What follows belongs to an exercise in optimizing a design on an open flow for small area; a production flow would make more cautious choices. Only simulation tests tie the RTL to the original design; equivalence was not proved.

==> run a <==
## dcupTop
module dcupTop (
  input  logic        CLK,
  input  logic        RST,
  input  logic        EN,
  input  logic        Start,
  output logic [7:0]  InstMemAddr,
  input  logic [15:0] Inst,
  output logic [7:0]  DataMemAddr,
  input  logic [15:0] DataIn,
  output logic        DataMemWE,
  output logic [15:0] DataOut,
  output logic        Running
);
  localparam logic [3:0] ENone = 4'b0000, ECmp = 4'b0001, EHalt = 4'b0010, ELoad = 4'b0011,
                         EStore = 4'b0100, EJump = 4'b0101, EBz = 4'b0110, EBnz = 4'b0111,
                         EAdd = 4'b1000, ESub = 4'b1001, EXor = 4'b1010, EAnd = 4'b1011,
                         EOr = 4'b1100, ESll = 4'b1101, ESrl = 4'b1110, ELdi = 4'b1111;
  logic        running;
  logic [7:0]  pc;
  logic [4:0]  dOp;
  logic [10:0] dF;
  logic [3:0]  eOp;
  logic [15:0] eA;         
  logic [15:0] eB;         
  logic [2:0]  eIdx;
  logic        mTaken;
  logic        mWe;
  logic [1:0]  mCls;       
  logic [7:0]  mR;
  logic [15:0] mS;
  logic [2:0]  mIdx;
  logic        mFlag;      
  logic        zeroFlag;   
  logic        wWr;
  logic        wHalt;
  logic [2:0]  wIdx;
  logic [15:0] wData;
  logic [15:0] regs [8];
  logic        clr;
  assign Running     = running;
  assign InstMemAddr = pc;
  assign DataMemAddr = mR;
  assign DataMemWE   = mWe;
  assign DataOut     = mS;
  always_ff @(posedge CLK, posedge RST) begin
    if (RST) running <= 1'b0;
    else     running <= running ? (EN && !wHalt) : (EN && Start);
  end
  logic [7:0] pcNext;
  ...
Settings: LEC_CHECK=0, CAP_MARGIN=20, CORE_MARGIN=2, CORE_UTILIZATION=65, SLEW_MARGIN=20, SYNTH_HIERARCHICAL=1; clock period 4.5 ns.
standard.sh (not shown) runs the stock make flow with config.mk's settings and CLKGATE_MAP_FILE= SYNTH_SCRIPT=/design/flow/synth_recipe.tcl, a recipe that flattens the netlist after the stock synthesis.
==> flow/flow/run.sh <==
#!/bin/bash
# Standard synthesis; then every combinational cell goes to the smallest
# size of its family (timing repair sizes up again where needed); then the
# standard layout with smaller port buffers and a clock tree with larger sink
# clusters and no dummy loads. Each tool writes its full output to a log here;
# each ORFS step also keeps its own log under orfs/logs.
set -euo pipefail
R=orfs/results/sky130hd/dcupTop/base
bash standard.sh synth > synth.log 2>&1
SYNTH_ODB=$R/1_synth.odb openroad -no_init -exit flow/downsize.tcl > downsize.log 2>&1
touch $R/1_synth.sdc
bash standard.sh \
  BUFFER_PORTS_ARGS="-buffer_cell sky130_fd_sc_hd__buf_1" \
  CTS_ARGS="-sink_clustering_enable -repair_clock_nets -buf_list sky130_fd_sc_hd__clkbuf_4 -sink_clustering_size 10 -sink_clustering_max_diameter 50 -dont_use_dummy_load" \
  finish > make.log 2>&1
==> flow/flow/downsize.tcl <==
set odb $::env(SYNTH_ODB)
read_db $odb
set db [ord::get_db]
foreach lib [$db getLibs] {
  foreach m [$lib getMasters] {
    set n [$m getName]
    if {[regexp {^(sky130_fd_sc_hd__[a-z0-9]+)_([0-9]+)$} $n -> base sz]} {
      lappend grp($base) $m
    }
  }
}
proc pins {m} {
  set l {}
  foreach t [$m getMTerms] { lappend l [$t getName] }
  return [lsort $l]
}
set block [ord::get_db_block]
set count 0
set saved 0
foreach inst [$block getInsts] {
  set m [$inst getMaster]
  set n [$m getName]
  if {![regexp {^(sky130_fd_sc_hd__[a-z0-9]+)_([0-9]+)$} $n -> base sz]} { continue }
  if {[regexp {__(df|edf|sdf|dl|conb|tap|fill|decap|clk|lpflow|probe)} $n]} { continue }
  # Keep the size of cells that drive many pins
  set loads 0
  foreach it [$inst getITerms] {
    if {[$it isOutputSignal] && [$it getNet] ne "NULL"} {
      set loads [expr {$loads + [llength [[$it getNet] getITerms]] + [llength [[$it getNet] getBTerms]] - 1}]
    }
  }
  if {$loads > 4} { continue }
  set best $m
  set ba [expr {[$m getWidth] * [$m getHeight]}]
  foreach c $grp($base) {
    set a [expr {[$c getWidth] * [$c getHeight]}]
    if {$a < $ba && [pins $c] eq [pins $m]} { set best $c; set ba $a }
  }
  if {$best ne $m} {
    set saved [expr {$saved + [$m getWidth] * [$m getHeight] - $ba}]
    $inst swapMaster $best
    incr count
  }
}
puts "downsized $count cells, [expr {$saved / 1e6}] um2"
write_db $odb
==> run b (differences from run a) <==
--- a/flow/design.v
+++ b/flow/design.v
@@ -291,25 +291,24 @@
     if (RST) running <= 1'b0;
     else     running <= running ? (EN && !wHalt) : (EN && Start);
   end
   logic [7:0] pcNext;
   pc_next u_pc (.pc(pc), .target(mR), .tk(running && mTaken), .nk(running && !mTaken), .y(pcNext));
   always_ff @(posedge CLK) begin
     pc <= pcNext;
   end
+  logic       runN;
   logic [4:0] dOpNext;
-  sel2 #(.W(5)) u_dOp (.a0(dOp), .a1(Inst[15:11]), .s(running), .sn(runN), .y(dOpNext));
-  always_ff @(posedge CLK, posedge RST) begin
-    if (RST) dOp <= '0;
-    else     dOp <= dOpNext;
+  assign runN = !running;
+  sel2 #(.W(5)) u_dOp (.a0(dOp), .a1(Inst[15:11]), .s(running), .sn(runN && !clr), .y(dOpNext));
+  always_ff @(posedge CLK) begin
+    dOp <= dOpNext;
   end
-  logic        runN;
   logic [10:0] dFNext;
-  assign runN = !running;
   sel2 #(.W(11)) u_dF (.a0(dF), .a1(Inst[10:0]), .s(running), .sn(runN), .y(dFNext));
   always_ff @(posedge CLK) begin
     dF <= dFNext;
   end
   logic [2:0]  r1, r2, r3;
   logic [7:0]  imm8;
   logic [3:0]  op;
   logic        yR1, yEn, xEn, isStore, sub;
Settings changed: CORE_UTILIZATION 65 to 50.
==> results.toml <==
[status]
status = "complete, no violations"

[routing]
wl_met3_mm = 4.529

[die]
start_util_pct = 50.79

[final_layout]
clock_buffers = 30
syn_to_final_growth_pct = 10.40

[worst_setup_path]
worstRegToRegCells = 22

[clock_tree]
numCtsBuffers = 30

[sta]
min_period_ps = 4074
setup_ws_ps = 425.6
(the above is from run b)
==> results.toml <==
[routing]
wl_met3_mm = 5.124

[die]
start_util_pct = 66.91

[final_layout]
syn_to_final_growth_pct = 9.606
clock_buffers = 29

[clock_tree]
numCtsBuffers = 29

[sta]
min_period_ps = 3923
setup_ws_ps = 576.6

[grt]
use_met2_pct = 56.25

[placement]
dpl_cell_area_sq_um = 11470

[worst_setup_path]
critPathLaunch = "dOp[0]"
worstRegToRegCells = 10

[status]
status = "complete, no violations"

[min_path]
hp-class = "input pin to asynchronous set/reset pin"
(the above is from run a)

[port drivers added, routing unchanged]
In the flow no input, the clock included, has a driving cell. The finished layouts below were timed again as built, in two steps.
Step 1 assumes that a clkbuf_16 drives the clock port and a buf_2 every other input.
Step 2 times the ports against the registers' clock, not the clock port: input delays grow and output delays shrink by t, the midpoint of the rising clock arrivals with the driver on.
Slacks: no drivers / after step 1 / after step 2; pairs: no drivers / after step 1.
| run | t, ns | setup WS [ns] | worst setup path after step 2 | clock arrival spread, ns | cell pins on the clock port's net |
|---|---|---|---|---|---|
| run a | 0.718 | 0.577 / 0.577 / 0.577 | register to register | 0.040 / 0.040 | 1 |
| run b | 0.749 | 0.426 / 0.426 / 0.426 | register to register | 0.060 / 0.060 | 1 |
After both steps setup and hold are still met in every run listed.
